This design comes from an exercise in tuning for small area on the open sky130 flow, not from production work. RTL that was checked went through simulation tests only; none was proved equivalent to the original.

==> run a <==
==> flow/design.v <==
`default_nettype none
package rv_isa_pkg;
    typedef logic [4:0] reg_idx_t;
    localparam reg_idx_t ZERO_REG = 5'd0;
    localparam logic [6:0] OPC_I      = 7'b0010011;
    localparam logic [6:0] OPC_R      = 7'b0110011;  
    localparam logic [6:0] OPC_LUI    = 7'b0110111;
    localparam logic [6:0] OPC_AUIPC  = 7'b0010111;
    localparam logic [6:0] OPC_S      = 7'b0100011;
    localparam logic [6:0] OPC_L      = 7'b0000011;
    localparam logic [6:0] OPC_B      = 7'b1100011;
    localparam logic [6:0] OPC_JAL    = 7'b1101111;
    localparam logic [6:0] OPC_JALR   = 7'b1100111;
    localparam logic [6:0] OPC_SYSTEM = 7'b1110011;
    localparam logic [2:0] F3_ADD  = 3'b000;  
    localparam logic [2:0] F3_SLL  = 3'b001;
    localparam logic [2:0] F3_SLT  = 3'b010;
    localparam logic [2:0] F3_SLTU = 3'b011;
    localparam logic [2:0] F3_XOR  = 3'b100;
    localparam logic [2:0] F3_SR   = 3'b101;  
    localparam logic [2:0] F3_OR   = 3'b110;
    localparam logic [2:0] F3_AND  = 3'b111;
    localparam logic [2:0] F3_BEQ  = 3'b000;
    localparam logic [2:0] F3_BNE  = 3'b001;
    localparam logic [2:0] F3_BLT  = 3'b100;
    localparam logic [2:0] F3_BGE  = 3'b101;
    localparam logic [2:0] F3_BLTU = 3'b110;
    localparam logic [2:0] F3_BGEU = 3'b111;
    localparam logic [2:0] F3_LB  = 3'b000;
    localparam logic [2:0] F3_LH  = 3'b001;
    localparam logic [2:0] F3_LW  = 3'b010;
    localparam logic [2:0] F3_LBU = 3'b100;
    localparam logic [2:0] F3_LHU = 3'b101;
    localparam logic [2:0] F3_SB = 3'b000;
    localparam logic [2:0] F3_SH = 3'b001;
    localparam logic [2:0] F3_SW = 3'b010;
    localparam logic [6:0] F7_BASE = 7'b0000000;
    localparam logic [6:0] F7_ALT  = 7'b0100000;  
endpackage
`default_nettype wire
`default_nettype none
package exe_pkg;
    localparam int XLEN_DEF = 32;
    localparam logic [3:0] MEM_NOP = 4'd0;
    localparam logic [3:0] LB      = 4'd1;
    localparam logic [3:0] LH      = 4'd2;
    localparam logic [3:0] LW      = 4'd3;
    localparam logic [3:0] LBU     = 4'd4;
    localparam logic [3:0] LHU     = 4'd5;
    localparam logic [3:0] SB      = 4'd6;
    localparam logic [3:0] SH      = 4'd7;
    localparam logic [3:0] SW      = 4'd8;
endpackage
`default_nettype wire
`timescale 1ns/1ps
`default_nettype none
module exe_top #(
    parameter int XLEN = exe_pkg::XLEN_DEF
) (
    input  wire                  clk_i,
    input  wire                  rst_i,
    input  wire                  in_valid_i,
    output logic                 in_ready_o,
    input  wire [31:0]           inst_i,
    input  wire [XLEN-1:0]       inst_addr_i,
    input  wire [XLEN-1:0]       op1_i,
    input  wire [XLEN-1:0]       op2_i,
    input  wire [4:0]            reg_waddr_i,
    input  wire                  reg_we_i,
    output logic                 out_valid_o,
    input  wire                  out_ready_i,
    output logic                 reg_we_o,
    output logic [4:0]           reg_waddr_o,
    output logic [XLEN-1:0]      reg_wdata_o,
    output logic                 mem_we_o,
    output logic [XLEN-1:0]      mem_addr_o,
    output logic [XLEN-1:0]      mem_wdata_o,
    output logic [3:0]           mem_op_o,
    output logic                 jump_en_o,
    output logic [XLEN-1:0]      jump_addr_o
);
    function automatic logic [32:0] carries_bk(input logic [31:0] p_in, input logic [31:0] g_in, input logic cin);
        logic [31:0] p, g;
        logic [32:0] c;
        p = p_in;
        g = g_in;
        g[0] = g[0] | (p[0] & cin);
        for (int i = 1; i <= 5; i++) begin
            for (int j = 2**i - 1; j < 32; j = j + 2**i) begin
                g[j] = g[j] | (p[j] & g[j - 2**(i-1)]);
                p[j] = p[j] & p[j - 2**(i-1)];
            end
        end
        for (int i = 5; i > 0; i--) begin
            for (int j = 2**i + 2**(i-1) - 1; j < 32; j = j + 2**i) begin
                g[j] = g[j] | (p[j] & g[j - 2**(i-1)]);
                p[j] = p[j] & p[j - 2**(i-1)];
            end
        end
        c = {g, cin};
        carries_bk = c;
    endfunction
    logic ld, hd;
    assign ld = ~out_valid_o | out_ready_i;
    assign hd = ~ld;
    logic [6:0] opc;
    logic [2:0] f3;
    logic       f7_zero, f7_alt;
    logic       is_opi, is_opr, is_lui, is_ld, is_st, is_br, is_jmp;
    logic       alu_ok;
    assign opc     = inst_i[6:0];
    assign f3      = inst_i[14:12];
    assign f7_zero = inst_i[31:25] == 7'b0000000;
    assign f7_alt  = inst_i[31:25] == 7'b0100000;
    assign is_opi  = opc == rv_isa_pkg::OPC_I;
    assign is_opr  = opc == rv_isa_pkg::OPC_R;
    assign is_lui  = opc == rv_isa_pkg::OPC_LUI || opc == rv_isa_pkg::OPC_AUIPC;
    assign is_ld   = opc == rv_isa_pkg::OPC_L;
    assign is_st   = opc == rv_isa_pkg::OPC_S;
    assign is_br   = opc == rv_isa_pkg::OPC_B;
    assign is_jmp  = opc == rv_isa_pkg::OPC_JAL || opc == rv_isa_pkg::OPC_JALR;
    assign alu_ok = (is_opr & (f7_zero | f7_alt)) |
                    (is_opi & ~(f3 == 3'b001 & ~f7_zero) & ~(f3 == 3'b101 & ~f7_zero & ~f7_alt));
    logic sub, use_imm, s_fmt, sel_alu, sel_pc4;
    assign sub     = ~opc[2] & (opc[6] | (opc[4] & ((f3[2:1] == 2'b01) | (f3 == 3'b000 & opc[5] & inst_i[30]))));
    assign use_imm = ~opc[4] & (~opc[6] | opc[2]);
    assign s_fmt   = opc[5] & ~opc[2];
    assign sel_alu = opc[4] & ~opc[2];
    assign sel_pc4 = opc[6];
    logic [31:0] imm_a, b_a, p_a, g_a, sum_a;
    logic [32:0] c_a;
    logic        lt_u, lt_s, eq;
    assign imm_a = {{20{inst_i[31]}}, inst_i[31:25], s_fmt ? inst_i[11:7] : inst_i[24:20]};
    logic e_imm, e_pos, e_neg;
    assign e_imm = use_imm;
    assign e_pos = ~use_imm & ~sub;
    assign e_neg = ~use_imm & sub;
    assign b_a   = (imm_a & {32{e_imm}}) | (op2_i & {32{e_pos}}) | (~op2_i & {32{e_neg}});
    assign p_a   = op1_i ^ b_a;
    assign g_a   = op1_i & b_a;
    assign c_a   = carries_bk(p_a, g_a, sub);
    assign sum_a = p_a ^ c_a[31:0];
    assign lt_u = ~c_a[32];
    assign lt_s = lt_u ^ op1_i[31] ^ op2_i[31];
    assign eq   = &p_a;  
    logic [31:0] imm_b, sum_b, pc4;
    logic [32:0] c_b;
    assign imm_b = opc[2] ? {{12{inst_i[31]}}, inst_i[19:12], inst_i[20], inst_i[30:21], 1'b0}
                          : {{20{inst_i[31]}}, inst_i[7], inst_i[30:25], inst_i[11:8], 1'b0};
    assign c_b   = carries_bk(inst_addr_i ^ imm_b, inst_addr_i & imm_b, 1'b0);
    assign sum_b = inst_addr_i ^ imm_b ^ c_b[31:0];
    assign pc4[1:0] = inst_addr_i[1:0];
    assign pc4[2]   = ~inst_addr_i[2];
    for (genvar i = 3; i < 32; i++) begin : g_pc4
        assign pc4[i] = inst_addr_i[i] ^ (&inst_addr_i[i-1:2]);
    end
    logic cond, taken;
    assign cond  = f3[2] ? (f3[1] ? lt_u : lt_s) : eq;
    assign taken = is_br & (f3[2] | ~f3[1]) & (cond ^ f3[0]);
    logic [31:0] sh_in, s0, s1, s2, s3, s4;
    logic        fill;
    logic [4:0]  shamt;
    assign shamt = op2_i[4:0];
    assign fill  = f3[2] & inst_i[30] & op1_i[31];
    always_comb begin
        for (int i = 0; i < 32; i++) sh_in[i] = (op1_i[i] & f3[2]) | (op1_i[31-i] & ~f3[2]);
    end
    assign s0 = shamt[0] ? {{1{fill}},  sh_in[31:1]}  : sh_in;
    assign s1 = shamt[1] ? {{2{fill}},  s0[31:2]}     : s0;
    assign s2 = shamt[2] ? {{4{fill}},  s1[31:4]}     : s1;
    assign s3 = shamt[3] ? {{8{fill}},  s2[31:8]}     : s2;
    assign s4 = shamt[4] ? {{16{fill}}, s3[31:16]}    : s3;
    logic [31:0] w1_d, w2_d;
    logic e_add, e_p, e_g, e_shr, e_shl, e_slt, e_sltu;
    assign e_add  = ~sel_pc4 & (~sel_alu | f3 == 3'b000);
    assign e_p    = ~sel_pc4 & sel_alu & f3[2] & ~f3[0];
    assign e_g    = ~sel_pc4 & sel_alu & f3[2] & f3[1];
    assign e_shr  = ~sel_pc4 & sel_alu & f3 == 3'b101;
    assign e_shl  = ~sel_pc4 & sel_alu & f3 == 3'b001;
    assign e_slt  = ~sel_pc4 & sel_alu & f3 == 3'b010;
    assign e_sltu = ~sel_pc4 & sel_alu & f3 == 3'b011;
    always_comb begin
        for (int i = 0; i < 32; i++)
            w1_d[i] = (sum_a[i] & e_add) | (p_a[i] & e_p) | (g_a[i] & e_g) |
                      (s4[i] & e_shr) | (s4[31-i] & e_shl) | (pc4[i] & sel_pc4);
        w1_d[0] = w1_d[0] | (lt_s & e_slt) | (lt_u & e_sltu);
    end
    logic e_op2, e_sb, e_sa;
    assign e_op2 = ~opc[6] & ld;
    assign e_sb  = opc[6] & (opc[3] | ~opc[2]) & ld;
    assign e_sa  = opc[6] & ~opc[3] & opc[2] & ld;
    assign w2_d  = (op2_i & {32{e_op2}}) | (sum_b & {32{e_sb}}) | ({sum_a[31:1], 1'b0} & {32{e_sa}}) | (~w2_n & {32{hd}});
    logic       reg_we_d, wb_d, jump_en_d;
    logic [4:0] waddr_d;
    logic [3:0] mem_op_d;
    assign reg_we_d  = alu_ok | is_ld | is_jmp | (is_lui & reg_we_i);
    assign wb_d      = alu_ok | is_lui | is_jmp;
    assign waddr_d   = (alu_ok | is_lui | is_ld | is_st | is_jmp) ? reg_waddr_i : 5'd0;
    assign jump_en_d = taken | is_jmp;
    always_comb begin
        mem_op_d = exe_pkg::MEM_NOP;
        if (is_ld) begin
            case (f3)
                3'b000:  mem_op_d = exe_pkg::LB;
                3'b001:  mem_op_d = exe_pkg::LH;
                3'b010:  mem_op_d = exe_pkg::LW;
                3'b100:  mem_op_d = exe_pkg::LBU;
                3'b101:  mem_op_d = exe_pkg::LHU;
                default: mem_op_d = exe_pkg::MEM_NOP;
            endcase
        end else if (is_st) begin
            case (f3)
                3'b000:  mem_op_d = exe_pkg::SB;
                3'b001:  mem_op_d = exe_pkg::SH;
                3'b010:  mem_op_d = exe_pkg::SW;
                default: mem_op_d = exe_pkg::MEM_NOP;
            endcase
        end
    end
    logic [31:0] w1_n, w2_n;
    logic        wb_n;
    assign in_ready_o = ~out_valid_o | out_ready_i;
    always_ff @(posedge clk_i) begin
        if (rst_i) begin
            out_valid_o <= 1'b0;
        end else if (in_ready_o) begin
            out_valid_o <= in_valid_i;
        end
    end
    always_ff @(posedge clk_i) begin
        w1_n        <= (~w1_d & {32{ld}}) | (w1_n & {32{hd}});
        w2_n        <= ~w2_d;
        wb_n        <= (~wb_d & ld) | (wb_n & hd);
        reg_we_o    <= (reg_we_d & ld) | (reg_we_o & hd);
        reg_waddr_o <= (waddr_d & {5{ld}}) | (reg_waddr_o & {5{hd}});
        mem_we_o    <= (is_st & ld) | (mem_we_o & hd);
        mem_op_o    <= (mem_op_d & {4{ld}}) | (mem_op_o & {4{hd}});
        jump_en_o   <= (jump_en_d & ld) | (jump_en_o & hd);
    end
    logic mem_n, st_n;
    assign mem_n = ~|mem_op_o;
    assign st_n  = ~(mem_op_o[3] | (mem_op_o[2] & mem_op_o[1]));
    assign reg_wdata_o = ~(w1_n | {32{wb_n}});
    assign mem_addr_o  = ~(w1_n | {32{mem_n}});
    assign mem_wdata_o = ~(w2_n | {32{st_n}});
    assign jump_addr_o = ~(w2_n | {32{~jump_en_o}});
endmodule
`default_nettype wire
==> flow/flow/run.sh <==
#!/bin/bash
# Standard ORFS layout (the standard.sh) with these changes:
#  - synthesis buffers are removed before global placement (as the
#    timing-driven mode does);
#  - the port buffers are made from the smallest buffer cell;
#  - clock tree synthesis uses small clock buffers and no dummy loads.
# Tool output goes to standard.log and ORFS's per-step logs under orfs/logs.
here=$(pwd)
export BUFFER_PORTS_ARGS="-buffer_cell sky130_fd_sc_hd__buf_1"
export PRE_GLOBAL_PLACE_TCL="$here/flow/pre_gpl.tcl"
export CTS_ARGS="-sink_clustering_enable -repair_clock_nets -dont_use_dummy_load -buf_list sky130_fd_sc_hd__clkbuf_8 -root_buf sky130_fd_sc_hd__clkbuf_8 -sink_clustering_size 10"
bash standard.sh > standard.log 2>&1
==> flow/flow/pre_gpl.tcl <==
# drop synthesis buffers; repair_design re-buffers where slew or load needs it
if { !$::env(GPL_TIMING_DRIVEN) } {
  remove_buffers
}
==> flow/standard.sh <==
#!/bin/bash
# synth_recipe.tcl (not shown) runs the flow's synth.tcl, then flattens the netlist and writes it again
# the make line also repeats each setting of config.mk as NAME=value (left out here)
make -C /OpenROAD-flow-scripts/flow DESIGN_CONFIG=/design/flow/config.mk WORK_HOME=/design/flow/orfs CLKGATE_MAP_FILE= SYNTH_SCRIPT=/design/flow/synth_recipe.tcl "${@:-finish}"
==> flow/config.mk <==
export PLATFORM = sky130hd
export DESIGN_NAME = exe_top
export DESIGN_NICKNAME = exe_top
export VERILOG_FILES = /design/flow/design.v
export SDC_FILE = /design/flow/constraint.sdc
export NUM_CORES = 4
export LEC_CHECK = 0
export ABC_AREA = 0
export CAP_MARGIN = 20
export CORE_MARGIN = 2
export CORE_UTILIZATION = 45
export GPL_TIMING_DRIVEN = 0
export SETUP_SLACK_MARGIN = 0.15
export SLEW_MARGIN = 20
==> flow/constraint.sdc <==
create_clock -name core_clock -period 5.0 [get_ports {clk_i}]
set_input_delay 1.0000 -clock core_clock [delete_from_list [all_inputs] [get_ports {clk_i}]]
set_output_delay 1.0000 -clock core_clock [all_outputs]
set_load 0.01 [all_outputs]
==> inputs of run b, as changes to run a <==
--- a/flow/design.v
+++ b/flow/design.v
@@ -156,5 +156,8 @@
     end
-    logic cond, taken;
-    assign cond  = f3[2] ? (f3[1] ? lt_u : lt_s) : eq;
-    assign taken = is_br & (f3[2] | ~f3[1]) & (cond ^ f3[0]);
+    logic taken;
+    logic br_k, taken_eq, taken_lt;
+    assign br_k     = f3[0] ^ (~f3[1] & (op1_i[31] ^ op2_i[31]));
+    assign taken_eq = is_br & ~f3[2] & ~f3[1] & (eq ^ f3[0]);
+    assign taken_lt = is_br & f3[2] & (lt_u ^ br_k);
+    assign taken    = taken_eq | taken_lt;
     logic [31:0] sh_in, s0, s1, s2, s3, s4;
@@ -174,15 +177,21 @@
     logic e_add, e_p, e_g, e_shr, e_shl, e_slt, e_sltu;
-    assign e_add  = ~sel_pc4 & (~sel_alu | f3 == 3'b000);
-    assign e_p    = ~sel_pc4 & sel_alu & f3[2] & ~f3[0];
-    assign e_g    = ~sel_pc4 & sel_alu & f3[2] & f3[1];
-    assign e_shr  = ~sel_pc4 & sel_alu & f3 == 3'b101;
-    assign e_shl  = ~sel_pc4 & sel_alu & f3 == 3'b001;
-    assign e_slt  = ~sel_pc4 & sel_alu & f3 == 3'b010;
-    assign e_sltu = ~sel_pc4 & sel_alu & f3 == 3'b011;
+    logic e_pc4;
+    assign e_pc4  = sel_pc4 & ld;
+    assign e_add  = ~sel_pc4 & (~sel_alu | f3 == 3'b000) & ld;
+    assign e_p    = ~sel_pc4 & sel_alu & f3[2] & ~f3[0] & ld;
+    assign e_g    = ~sel_pc4 & sel_alu & f3[2] & f3[1] & ld;
+    assign e_shr  = ~sel_pc4 & sel_alu & f3 == 3'b101 & ld;
+    assign e_shl  = ~sel_pc4 & sel_alu & f3 == 3'b001 & ld;
+    assign e_slt  = ~sel_pc4 & sel_alu & f3 == 3'b010 & ld;
+    assign e_sltu = ~sel_pc4 & sel_alu & f3 == 3'b011 & ld;
+    logic [31:0] w1_rest;
+    logic        slt_k, e_lt;
     always_comb begin
         for (int i = 0; i < 32; i++)
-            w1_d[i] = (sum_a[i] & e_add) | (p_a[i] & e_p) | (g_a[i] & e_g) |
-                      (s4[i] & e_shr) | (s4[31-i] & e_shl) | (pc4[i] & sel_pc4);
-        w1_d[0] = w1_d[0] | (lt_s & e_slt) | (lt_u & e_sltu);
-    end
+            w1_rest[i] = (p_a[i] & e_p) | (g_a[i] & e_g) |
+                         (s4[i] & e_shr) | (s4[31-i] & e_shl) | (pc4[i] & e_pc4);
+    end
+    assign e_lt  = e_slt | e_sltu;
+    assign slt_k = e_slt & (op1_i[31] ^ op2_i[31]);
+    assign w1_d  = w1_rest | (~w1_n & {32{hd}}) | (sum_a & {32{e_add}}) | {31'b0, e_lt & (lt_u ^ slt_k)};
     logic e_op2, e_sb, e_sa;
@@ -230,3 +239,3 @@
     always_ff @(posedge clk_i) begin
-        w1_n        <= (~w1_d & {32{ld}}) | (w1_n & {32{hd}});
+        w1_n        <= ~w1_d;
         w2_n        <= ~w2_d;
- ABC_AREA: 0 -> 1
- SETUP_SLACK_MARGIN: 0.15 -> 0.1
==> inputs of run c, as changes to run a <==
--- a/flow/design.v
+++ b/flow/design.v
@@ -156,5 +156,8 @@
     end
-    logic cond, taken;
-    assign cond  = f3[2] ? (f3[1] ? lt_u : lt_s) : eq;
-    assign taken = is_br & (f3[2] | ~f3[1]) & (cond ^ f3[0]);
+    logic taken;
+    logic br_k, taken_eq, taken_lt;
+    assign br_k     = f3[0] ^ (~f3[1] & (op1_i[31] ^ op2_i[31]));
+    assign taken_eq = is_br & ~f3[2] & ~f3[1] & (eq ^ f3[0]);
+    assign taken_lt = is_br & f3[2] & (lt_u ^ br_k);
+    assign taken    = taken_eq | taken_lt;
     logic [31:0] sh_in, s0, s1, s2, s3, s4;
@@ -181,8 +184,12 @@
     assign e_sltu = ~sel_pc4 & sel_alu & f3 == 3'b011;
+    logic [31:0] w1_rest;
+    logic        slt_k, e_lt;
     always_comb begin
         for (int i = 0; i < 32; i++)
-            w1_d[i] = (sum_a[i] & e_add) | (p_a[i] & e_p) | (g_a[i] & e_g) |
-                      (s4[i] & e_shr) | (s4[31-i] & e_shl) | (pc4[i] & sel_pc4);
-        w1_d[0] = w1_d[0] | (lt_s & e_slt) | (lt_u & e_sltu);
-    end
+            w1_rest[i] = (p_a[i] & e_p) | (g_a[i] & e_g) |
+                         (s4[i] & e_shr) | (s4[31-i] & e_shl) | (pc4[i] & sel_pc4);
+    end
+    assign e_lt  = e_slt | e_sltu;
+    assign slt_k = e_slt & (op1_i[31] ^ op2_i[31]);
+    assign w1_d  = w1_rest | (sum_a & {32{e_add}}) | {31'b0, e_lt & (lt_u ^ slt_k)};
     logic e_op2, e_sb, e_sa;
--- a/flow/flow/run.sh
+++ b/flow/flow/run.sh
@@ -5,3 +5,5 @@
 #  - the port buffers are made from the smallest buffer cell;
-#  - clock tree synthesis uses small clock buffers and no dummy loads.
+#  - clock tree synthesis uses small clock buffers and no dummy loads;
+#  - after global routing, gates on paths with spare slack are downsized
+#    (ORFS's power recovery step).
 # Tool output goes to standard.log and ORFS's per-step logs under orfs/logs.
@@ -11,2 +13,3 @@
 export CTS_ARGS="-sink_clustering_enable -repair_clock_nets -dont_use_dummy_load -buf_list sky130_fd_sc_hd__clkbuf_8 -root_buf sky130_fd_sc_hd__clkbuf_8 -sink_clustering_size 10"
+export RECOVER_POWER=100
 bash standard.sh > standard.log 2>&1
- ABC_AREA: 0 -> 1
- SETUP_SLACK_MARGIN: 0.15 -> 0.1
==> flow_summary.json <==
{
  "setup_viol": 0,
  "grt_pass1_vias": 11500,
  "num-nets-final": 2165,
  "wl_met1_mm": 21.5,
  "via_per_inst": 6.04,
  "grt_pass1_wl_mm": 72.6,
  "outcome": "complete, no violations",
  "crit_top_cell": "nand2_1",
  "multi_input_area_share_pct": 66.6,
  "cp.required_ns": 5.05,
  "cp_num_buf_inv": 4,
  "core-area_um2": 23500,
  "path_clk_slew_ns": 0.09,
  "stdcell_count": 2246,
  "synthMuxAreaShare_pct": 0,
  "globalRouteMet1Util_pct": 55.1,
  "drtIter0Drc": 1737
}
the above is filed under run b

==> flow_summary.json <==
{
  "crit_top_cell": "a21oi_1",
  "synthMuxAreaShare_pct": 11.4,
  "globalRouteMet1Util_pct": 47.6,
  "stdcell_count": 1883,
  "outcome": "finished with violations",
  "cp_num_buf_inv": 5,
  "setup_ws_ns": -0.0606,
  "violations": "negative setup slack",
  "cp.required_ns": 5.23,
  "setup_viol": 2,
  "grt_pass1_vias": 10800,
  "num-nets-final": 1808,
  "drtIter0Drc": 1148,
  "grt_pass1_wl_mm": 65.1
}
the above is filed under run a

==> flow_summary.json <==
{
  "outcome": "finished with violations",
  "path_depth": 22,
  "cp_max_fo": 24,
  "wl_met1_mm": 19.8,
  "stdcell_count": 2194,
  "violations": "max-capacitance violations, max-slew violations",
  "synthMuxAreaShare_pct": 0,
  "multi_input_area_share_pct": 65.1,
  "cp.required_ns": 5.24,
  "path_delay_family": "simple AND/OR/NAND/NOR gates",
  "num-nets-final": 2113,
  "core-area_um2": 23500,
  "slew_violations": 64,
  "drtIter0Drc": 1672,
  "maxCapViolCount": 1,
  "globalRouteMet1Util_pct": 50.6,
  "setup_viol": 0,
  "grt_pass1_vias": 11900,
  "path_clk_slew_ns": 0.09
}
the above is filed under run c

No functional check of the RTL was part of run c.

## re-timing with driven ports
The flow's constraints put no driver on any port. The routed layouts listed below were extracted and timed again, unchanged, in two steps.
Step 1: set_driving_cell puts a clkbuf_16 on clk_i and a buf_2 on each other input, an assumption about the parent block.
Step 2 times the ports against the registers' clock, not the clock port: input delays grow and output delays shrink by t, the midpoint of the rising clock arrivals with the driver on.
a / b / c = ideal / step 1 / step 2; a / b = the first two.
| run | t, ns | slack for setup (ns) | hold slack, ns | worst setup path at the end | worst register clock-pin slew, ns |
|---|---|---|---|---|---|
| run a | 0.422 | -0.061 / -0.067 / -0.490 | 0.575 / 0.575 / 0.575 | input to register | 0.10 / 0.10 |
| run b | 0.402 | 0.167 / 0.187 / -0.216 | 0.575 / 0.575 / 0.575 | input to register | 0.09 / 0.09 |
| run c | 0.418 | 0.210 / 0.230 / -0.188 | 0.573 / 0.573 / 0.573 | input to register | 0.10 / 0.10 |
The setup slack of run a, which loses most, moves by -0.006 ns with the drivers and by -0.429 ns with both steps.
